Background: an optimization exercise with open tools, aiming at a short achievable clock period and few clock cycles per item. Do not read the settings as production practice.
In this exercise RTL edits were held to simulation tests only and were not proved equivalent to the original.
The flow treats the clock pin as an ideal source. Dropping or thinning the clock tree relies on that and would not hold on a real chip.
No activity file was given, so power comes from the tool's default toggle rates.

== job 3709 ==
## wb_subsys
module wb_subsys (
	input  logic            clk,
	input  logic            rst_n,
	input  logic            evict_i,
	input  wb_pkg::addr_t   evict_addr_i,
	input  wb_pkg::data_t   evict_data_i,
	output logic            evict_afull_o,
	output wb_pkg::axi_id_t awid_o,
	output wb_pkg::addr_t   awaddr_o,
	output logic            awvalid_o,
	input  logic            awready_i,
	output wb_pkg::axi_id_t wid_o,
	output wb_pkg::data_t   wdata_o,
	output logic            wvalid_o,
	input  logic            wready_i
);
For scale: ~760 cells after synthesis, ~210 I/O pins, ~11000 um2 of cells after synthesis.
Settings: LEC_CHECK=0, CAP_MARGIN=20, CORE_MARGIN=2, CORE_UTILIZATION=40, CTS_CLUSTER_DIAMETER=80, CTS_CLUSTER_SIZE=30, SETUP_SLACK_MARGIN=3.6, SLEW_MARGIN=20; clock period 5.5 ns.
standard.sh (not shown) runs the stock make flow with config.mk's settings and CLKGATE_MAP_FILE= SYNTH_SCRIPT=/design/flow/synth_recipe.tcl, a recipe that flattens the netlist after the stock synthesis.
==> flow/flow/run.sh <==
#!/bin/bash
# The standard layout, except that the clock tree built by CTS loses its middle stage and its
# root buffer is split in four, all fed by the clock port (see post_cts.tcl).
set -euo pipefail
here=$(pwd)
export FLOW_NROOT=4
bash standard.sh SKIP_CTS_REPAIR_TIMING=1 POST_CTS_TCL="$here/flow/post_cts.tcl" finish > "$here/orfs_make.log" 2>&1 || {
  tail -40 "$here/orfs_make.log"
  exit 1
}
ls -l out/final.def
==> flow/flow/flatten_ctree.tcl <==
# Take the buffers between the clock tree's root buffer and its leaf buffers out, so the
# root buffer drives the leaf buffers directly: one stage less of insertion delay.
proc flatten_clock_tree {} {
  set block [ord::get_db_block]
  set port_net [[$block findBTerm clk] getNet]
  set roots {}
  foreach it [$port_net getITerms] { lappend roots [$it getInst] }
  set removed 0
  foreach root $roots {
    set rnet [[$root findITerm X] getNet]
    set mids {}
    foreach it [$rnet getITerms] {
      if {[$it isInputSignal] || [$it getIoType] eq "INPUT"} {
        set inst [$it getInst]
        if {[string match "sky130_fd_sc_hd__clkbuf*" [[$inst getMaster] getName]]} { lappend mids $inst }
      }
    }
    foreach mid $mids {
      set mnet [[$mid findITerm X] getNet]
      set loads {}
      foreach it [$mnet getITerms] {
        if {[$it getInst] ne $mid} { lappend loads $it }
      }
      # CTS's dummy loads (cells whose outputs drive nothing) only balance the tree: drop them
      set kept {}
      foreach it $loads {
        set inst [$it getInst]
        set drives 0
        foreach o [$inst getITerms] {
          if {[$o isOutputSignal] && [$o getNet] ne "NULL"} { set drives 1 }
        }
        if {$drives} {
          lappend kept $it
        } else {
          foreach o [$inst getITerms] { if {[$o getNet] ne "NULL"} { $o disconnect } }
          odb::dbInst_destroy $inst
          puts "flatten_clock_tree: removed dummy load"
        }
      }
      set loads $kept
      # only a buffer that drives other clock buffers is a middle stage
      set all_bufs 1
      foreach it $loads {
        if {![string match "sky130_fd_sc_hd__clkbuf*" [[[$it getInst] getMaster] getName]]} { set all_bufs 0 }
      }
      if {!$all_bufs} continue
      foreach it $loads { $it disconnect; $it connect $rnet }
      [$mid findITerm X] disconnect
      [$mid findITerm A] disconnect
      odb::dbInst_destroy $mid
      odb::dbNet_destroy $mnet
      incr removed
    }
  }
  puts "flatten_clock_tree: removed $removed middle clock buffers"
}
==> flow/flow/post_cts.tcl <==
# Runs at the end of ORFS's CTS step (POST_CTS_TCL), with CTS's own timing repair skipped:
# make the clock tree one stage shallower, then repair timing as the CTS step would.
set here [file dirname [file normalize [info script]]]
source $here/flatten_ctree.tcl
source $here/split_root.tcl

flatten_clock_tree
split_clock_root $::env(FLOW_NROOT)
detailed_placement
estimate_parasitics -placement
report_clock_latency
repair_timing_helper
detailed_placement
check_placement -verbose
estimate_parasitics -placement
report_clock_latency
report_worst_slack
Other scripts of this flow, unchanged in this note and not shown: flow/flow/split_root.tcl
Testbench counts of job 3709, summed over its fixed seeds: cycles 16,016, items 16,000.
#### Input delta (job 3663 over job 3709)
diff --git a/flow/flow/run.sh b/flow/flow/run.sh
--- a/flow/flow/run.sh
+++ b/flow/flow/run.sh
@@ -6,2 +6,3 @@
 export FLOW_NROOT=4
+export FLOW_INV="sky130_fd_sc_hd__clkinv_4 sky130_fd_sc_hd__clkinv_16"
 bash standard.sh SKIP_CTS_REPAIR_TIMING=1 POST_CTS_TCL="$here/flow/post_cts.tcl" finish > "$here/orfs_make.log" 2>&1 || {
==> flow/flow/inv_tree.tcl (new file) <==
# Replace the clock tree's root and leaf buffers with inverters: every clock path then has
# two single-stage inverters in place of two two-stage buffers, and the same polarity.
proc invert_clock_tree {rootm leafm} {
  set block [ord::get_db_block]
  set db [ord::get_db]
  set port_net [[$block findBTerm clk] getNet]
  set roots {}
  set leaves {}
  foreach it [$port_net getITerms] {
    set r [$it getInst]
    lappend roots $r
    foreach it2 [[[$r findITerm X] getNet] getITerms] {
      set l [$it2 getInst]
      if {$l ne $r} { lappend leaves $l }
    }
  }
  foreach inst [concat $roots $leaves] {
    set m [expr {[lsearch -exact $roots $inst] >= 0 ? $rootm : $leafm}]
    set a [[$inst findITerm A] getNet]
    set x [[$inst findITerm X] getNet]
    set name [$inst getName]
    set loc [$inst getLocation]
    odb::dbInst_destroy $inst
    set n [odb::dbInst_create $block [$db findMaster $m] $name]
    [$n findITerm A] connect $a
    [$n findITerm Y] connect $x
    $n setLocation [lindex $loc 0] [lindex $loc 1]
    $n setPlacementStatus PLACED
  }
  puts "invert_clock_tree: [llength $roots] roots, [llength $leaves] leaves"
}
diff --git a/flow/flow/post_cts.tcl b/flow/flow/post_cts.tcl
--- a/flow/flow/post_cts.tcl
+++ b/flow/flow/post_cts.tcl
@@ -5,2 +5,3 @@
 source $here/split_root.tcl
+source $here/inv_tree.tcl
 
@@ -8,2 +9,3 @@
 split_clock_root $::env(FLOW_NROOT)
+if {$::env(FLOW_INV) ne ""} { invert_clock_tree {*}$::env(FLOW_INV) }
 detailed_placement
Notes after the runs:
Taking job 3709 as the reference, in job 3663 clock skew barely changed; worst hold-check slack climbed 0.0092 ns; achievable clock frequency dropped 5.8%; critical-path maximum fanout climbed 1; final wirelength climbed 2.2%.
Of the two values seen for critical path capture point, awid_o[0] was produced by job 3663 and wvalid_o by job 3709.
Looking at setup slack of the critical path after layout, job 3663 sits 0.12 ns below job 3709.
Total power in job 3663 is about 2.1% below job 3709.
Taking job 3709 as the reference, in job 3663 synthesized netlist cell count barely changed, share of the final layout cell area in multi-input gates moved down, detailed-routed wire length on met2 now sits higher.
diff inputs: job 3663 => job 1552
==> flow/flow/run.sh <==
#!/bin/bash
# The standard layout, except that the clock tree built by CTS loses its middle stage and its
# root buffer is split in three, all fed by the clock port (see post_cts.tcl).
set -euo pipefail
here=$(pwd)
export FLOW_NROOT=3
bash standard.sh SKIP_CTS_REPAIR_TIMING=1 POST_CTS_TCL="$here/flow/post_cts.tcl" finish > "$here/orfs_make.log" 2>&1 || {
  tail -40 "$here/orfs_make.log"
  exit 1
}
ls -l out/final.def
diff --git a/flow/flow/flatten_ctree.tcl b/flow/flow/flatten_ctree.tcl
--- a/flow/flow/flatten_ctree.tcl
+++ b/flow/flow/flatten_ctree.tcl
@@ -23,19 +23,2 @@
       }
-      # CTS's dummy loads (cells whose outputs drive nothing) only balance the tree: drop them
-      set kept {}
-      foreach it $loads {
-        set inst [$it getInst]
-        set drives 0
-        foreach o [$inst getITerms] {
-          if {[$o isOutputSignal] && [$o getNet] ne "NULL"} { set drives 1 }
-        }
-        if {$drives} {
-          lappend kept $it
-        } else {
-          foreach o [$inst getITerms] { if {[$o getNet] ne "NULL"} { $o disconnect } }
-          odb::dbInst_destroy $inst
-          puts "flatten_clock_tree: removed dummy load"
-        }
-      }
-      set loads $kept
       # only a buffer that drives other clock buffers is a middle stage
diff --git a/flow/flow/post_cts.tcl b/flow/flow/post_cts.tcl
--- a/flow/flow/post_cts.tcl
+++ b/flow/flow/post_cts.tcl
@@ -5,3 +5,2 @@
 source $here/split_root.tcl
-source $here/inv_tree.tcl
 
@@ -9,3 +8,2 @@
 split_clock_root $::env(FLOW_NROOT)
-if {$::env(FLOW_INV) ne ""} { invert_clock_tree {*}$::env(FLOW_INV) }
 detailed_placement
removed: flow/flow/inv_tree.tcl
[summary]
Compared with job 3663, in job 1552 overall routed net length went down, sequential cell area share climbed 1.0 points, final area lower, number of buffers added on ports held. Layout overhead on the synthesized area sits lower in job 1552 than in job 3663. Net switching power of the design: job 1552 vs job 3663 down about 17%. The lower share of total power in combinational logic of job 1552 and job 3663 is in job 1552.

---

== main ==
Another version of the RTL of wb_subsys (not shown whole).
For scale: ~290 flip-flops, roughly 11000 µm² of cells after synthesis.
// wb_subsys
module wb_subsys (
	input  logic            clk,
	input  logic            rst_n,
	input  logic            evict_i,
	input  wb_pkg::addr_t   evict_addr_i,
	input  wb_pkg::data_t   evict_data_i,
	output logic            evict_afull_o,
	output wb_pkg::axi_id_t awid_o,
	output wb_pkg::addr_t   awaddr_o,
	output logic            awvalid_o,
	input  logic            awready_i,
	output wb_pkg::axi_id_t wid_o,
	output wb_pkg::data_t   wdata_o,
	output logic            wvalid_o,
	input  logic            wready_i
);
==> flow/config.mk <==
export PLATFORM = sky130hd
export DESIGN_NAME = wb_subsys
export DESIGN_NICKNAME = wb_subsys
export VERILOG_FILES = /design/flow/design.v
export SDC_FILE = /design/flow/constraint.sdc
export NUM_CORES = 4
export LEC_CHECK = 0
export CAP_MARGIN = 20
export CORE_MARGIN = 2
export CORE_UTILIZATION = 60
export CTS_CLUSTER_DIAMETER = 80
export CTS_CLUSTER_SIZE = 30
export SETUP_SLACK_MARGIN = 3.6
export SLEW_MARGIN = 20
==> flow/constraint.sdc <==
create_clock -name core_clock -period 5.5 [get_ports {clk}]
set_input_delay 1.1000 -clock core_clock [delete_from_list [all_inputs] [get_ports {clk}]]
set_output_delay 1.1000 -clock core_clock [all_outputs]
set_load 0.01 [all_outputs]
==> flow/flow/run.sh <==
#!/bin/bash
# The standard layout, except that the clock tree built by CTS loses its middle stage and its
# root buffer is split in three, all fed by the clock port (see post_cts.tcl).
set -euo pipefail
here=$(pwd)
export FLOW_NROOT=3
bash standard.sh SKIP_CTS_REPAIR_TIMING=1 POST_CTS_TCL="$here/flow/post_cts.tcl" finish > "$here/orfs_make.log" 2>&1 || {
  tail -40 "$here/orfs_make.log"
  exit 1
}
ls -l out/final.def
Other scripts of this flow, unchanged in this note and not shown: flow/flow/flatten_ctree.tcl, flow/flow/post_cts.tcl, flow/flow/split_root.tcl
Testbench counts of main, summed over its fixed seeds: cycles 16,016, items 16,000.
Edits applied to the flow inputs when going from main to the feature branch:
Settings: CORE_UTILIZATION: 60 -> 40.
Findings:
Area: the feature branch vs main -> the feature branch smaller. Summary of the comparison: via count of the routed design is lower in the feature branch, relative to main. Compared with main, the feature branch degrades clock power.

---

Another version of the RTL of wb_subsys (not shown whole).
For scale: roughly 640 cells after synthesis, ~290 flip-flops, roughly 11000 um2 of cells after synthesis.
export LEC_CHECK = 0
export CAP_MARGIN = 20
export CORE_MARGIN = 2
export CORE_UTILIZATION = 40
export CTS_CLUSTER_DIAMETER = 80
export CTS_CLUSTER_SIZE = 30
export SETUP_SLACK_MARGIN = 3.8
export SLEW_MARGIN = 20
create_clock -name core_clock -period 5.5 [get_ports {clk}]
==> flow/flow/run.sh <==
#!/bin/bash
# The standard layout, except for the clock tree (see post_cts.tcl): the tree CTS builds loses
# its middle stage, its root buffer is split in four, all fed by the clock port, and its root
# and leaf buffers become inverters (two inversions on every clock path, as before, but two
# single-stage cells in place of two two-stage buffers). The whole flow's output goes to
# orfs_make.log; each step's own log is under orfs/logs/.
set -euo pipefail
here=$(pwd)
export FLOW_NROOT=4
export FLOW_INV="sky130_fd_sc_hd__clkinv_16 sky130_fd_sc_hd__clkinv_16"
bash standard.sh SKIP_CTS_REPAIR_TIMING=1 POST_CTS_TCL="$here/flow/post_cts.tcl" finish > "$here/orfs_make.log" 2>&1 || {
  tail -40 "$here/orfs_make.log"
  exit 1
}
ls -l out/final.def
==> flow/flow/post_cts.tcl <==
# Runs at the end of ORFS's CTS step (POST_CTS_TCL), with CTS's own timing repair skipped:
# make the clock tree one stage shallower (and, with FLOW_INV, of inverters), then repair
# timing as the CTS step would.
set here [file dirname [file normalize [info script]]]
source $here/flatten_ctree.tcl
source $here/split_root.tcl
source $here/inv_tree.tcl

flatten_clock_tree
split_clock_root $::env(FLOW_NROOT)
if {$::env(FLOW_INV) ne ""} { invert_clock_tree {*}$::env(FLOW_INV) }
detailed_placement
estimate_parasitics -placement
report_clock_latency
repair_timing_helper
detailed_placement
check_placement -verbose
estimate_parasitics -placement
report_clock_latency
report_worst_slack
Other scripts of this flow, unchanged in this note and not shown: flow/flow/flatten_ctree.tcl, flow/flow/inv_tree.tcl, flow/flow/split_root.tcl
The first run produced a clean layout.
Testbench counts at the start, summed over its fixed seeds: cycles 16,016, items 16,000.
==> next run, changes <==
==> flow/flow/run.sh (replaced) <==
#!/bin/bash
# The standard layout, except that the clock tree built by CTS loses its middle stage and its
# root buffer is split in four, all fed by the clock port (see post_cts.tcl).
set -euo pipefail
here=$(pwd)
export FLOW_NROOT=4
export FLOW_INV="sky130_fd_sc_hd__clkinv_16 sky130_fd_sc_hd__clkinv_16"
bash standard.sh SKIP_CTS_REPAIR_TIMING=1 POST_CTS_TCL="$here/flow/post_cts.tcl" finish > "$here/orfs_make.log" 2>&1 || {
  tail -40 "$here/orfs_make.log"
  exit 1
}
ls -l out/final.def
--- a/flow/flow/post_cts.tcl
+++ b/flow/flow/post_cts.tcl
@@ -1,4 +1,3 @@
 # Runs at the end of ORFS's CTS step (POST_CTS_TCL), with CTS's own timing repair skipped:
-# make the clock tree one stage shallower (and, with FLOW_INV, of inverters), then repair
-# timing as the CTS step would.
+# make the clock tree one stage shallower, then repair timing as the CTS step would.
 set here [file dirname [file normalize [info script]]]
=> Routed wire length stays the same; die area does not change; setup slack is unchanged; total power does not change; via count stays the same; final area stays the same; cell count stays the same; combinational power barely changes.
==> next run, changes <==
--- a/flow/flow/run.sh
+++ b/flow/flow/run.sh
@@ -6,3 +6,3 @@
 export FLOW_NROOT=4
-export FLOW_INV="sky130_fd_sc_hd__clkinv_16 sky130_fd_sc_hd__clkinv_16"
+export FLOW_INV=""
 bash standard.sh SKIP_CTS_REPAIR_TIMING=1 POST_CTS_TCL="$here/flow/post_cts.tcl" finish > "$here/orfs_make.log" 2>&1 || {
- SETUP_SLACK_MARGIN: 3.8 -> 3.6
Result:
- The new run went through all stages and came out clean
- worst setup slack is worse by 110 ps
- wire length goes down by 5.0%
- design area goes down by 1.6%
- core utilization goes down by 0.82 points
==> next run, changes <==
--- a/flow/flow/run.sh
+++ b/flow/flow/run.sh
@@ -6,3 +6,3 @@
 export FLOW_NROOT=4
-export FLOW_INV=""
+export FLOW_INV="sky130_fd_sc_hd__clkinv_16 sky130_fd_sc_hd__clkinv_16"
 bash standard.sh SKIP_CTS_REPAIR_TIMING=1 POST_CTS_TCL="$here/flow/post_cts.tcl" finish > "$here/orfs_make.log" 2>&1 || {
- SETUP_SLACK_MARGIN: 3.6 -> 4.0
Area after synthesis does not change.
Sequential cell count is unchanged.
Clock power goes down by 16%.
Sequential share of layout area stays flat.
Maximum frequency increases by 4.8%.
Sequential power stays flat.
Cell area barely changes.
Final cell count increases by 0.67%.
Setup slack gains 92 ps.
Hold slack gets worse by 21 ps.
Power decreases by 4.4%.

---

wb_subsys with an RTL version that a note above also has.
For scale: ~860 cells after synthesis, roughly 290 flip-flops, roughly 210 I/O pins, ~11000 um^2 of cells after synthesis.
clock: 5.5 ns
lec_check: 0
cap_margin: 20
core_margin: 2
core_utilization: 40
setup_slack_margin: 5
slew_margin: 20
run.sh (not shown) runs the stock make flow with config.mk's settings and CLKGATE_MAP_FILE= SYNTH_SCRIPT=/design/flow/synth_recipe.tcl, a recipe that flattens the netlist after the stock synthesis.
Stock flow here: none of the scripts above is used.
Testbench counts at the start, summed over its fixed seeds: cycles 16,016, items 16,000.
Change:
--- a/flow/config.mk
+++ b/flow/config.mk
@@ -10,3 +10,3 @@
 export CORE_UTILIZATION = 40
-export SETUP_SLACK_MARGIN = 5
+export SETUP_SLACK_MARGIN = 3.6
 export SLEW_MARGIN = 20
After rerunning: The changed run went through all stages and came out clean; clock-buffer cell count climbs by 5; cell area drops by 15%; setup slack gains 18 ps; non-clock buffer count drops by 104; wire length drops by about 20%; clock power drops by about 7%; core utilization drops by 10 points; total power drops by 11%.
Change:
--- a/flow/config.mk
+++ b/flow/config.mk
@@ -10,3 +10,3 @@
 export CORE_UTILIZATION = 40
-export SETUP_SLACK_MARGIN = 3.6
+export SETUP_SLACK_MARGIN = 4
 export SLEW_MARGIN = 20
What happened: Area after synthesis is unchanged; worst setup slack degrades by 29 ps; design area goes up by 10%; sequential power barely changes.

[port drivers added, routing unchanged]
Ports are ideal in the flow. The routed layouts listed here were re-timed in OpenROAD. Step 1 (the two cells are an assumption about what drives the block):
set clk [get_ports {clk}]
set_driving_cell -lib_cell sky130_fd_sc_hd__clkbuf_16 $clk
set_driving_cell -lib_cell sky130_fd_sc_hd__buf_2 [delete_from_list [all_inputs] $clk]
Step 2, shift: input delay + t, output delay - t, t = (earliest + latest rising clock arrival at the registers) / 2. This alone moves slack from input paths to output paths. Three values: no drivers, after step 1, after step 2; two values: the first two.
run	t (ns)	setup WS [ns]	hold slack, ns	latest minus earliest clock arrival (ns)	cell pins on the clock port's net
job 3709	0.409	3.586 / 3.487 / 3.274	0.475 / 0.475 / 0.475	0.015 / 0.016	4
job 3663	0.442	3.468 / 3.357 / 3.266	0.484 / 0.484 / 0.484	0.013 / 0.014	4
job 1552	0.472	3.385 / 3.312 / 3.218	0.471 / 0.471 / 0.471	0.223 / 0.222	3
main	0.399	3.437 / 3.479 / 3.079	0.458 / 0.458 / 0.458	0.028 / 0.029	3
the feature branch	0.403	3.461 / 3.482 / 3.104	0.449 / 0.449 / 0.449	0.031 / 0.031	3
the first run of note 3	0.406	3.620 / 3.428 / 3.365	0.505 / 0.506 / 0.506	0.022 / 0.023	4
the second run of note 3	0.406	3.620 / 3.428 / 3.365	0.505 / 0.506 / 0.506	0.022 / 0.023	4
the third run of note 3	0.408	3.507 / 3.409 / 3.337	0.511 / 0.511 / 0.511	0.023 / 0.023	4
the fourth run of note 3	0.385	3.599 / 3.421 / 3.365	0.490 / 0.490 / 0.490	0.041 / 0.051	4
the first run of note 4	0.595	3.365 / 3.316 / 2.995	0.450 / 0.450 / 0.450	0.012 / 0.012	1
the second run of note 4	0.581	3.382 / 3.335 / 3.074	0.448 / 0.448 / 0.448	0.015 / 0.015	1
the third run of note 4	0.597	3.353 / 3.305 / 3.079	0.452 / 0.452 / 0.452	0.025 / 0.025	1
After both steps every run listed still meets setup and hold. For the first run of note 4, which loses most, drivers alone change the setup slack by -0.049 ns; drivers and shift together by -0.370 ns.
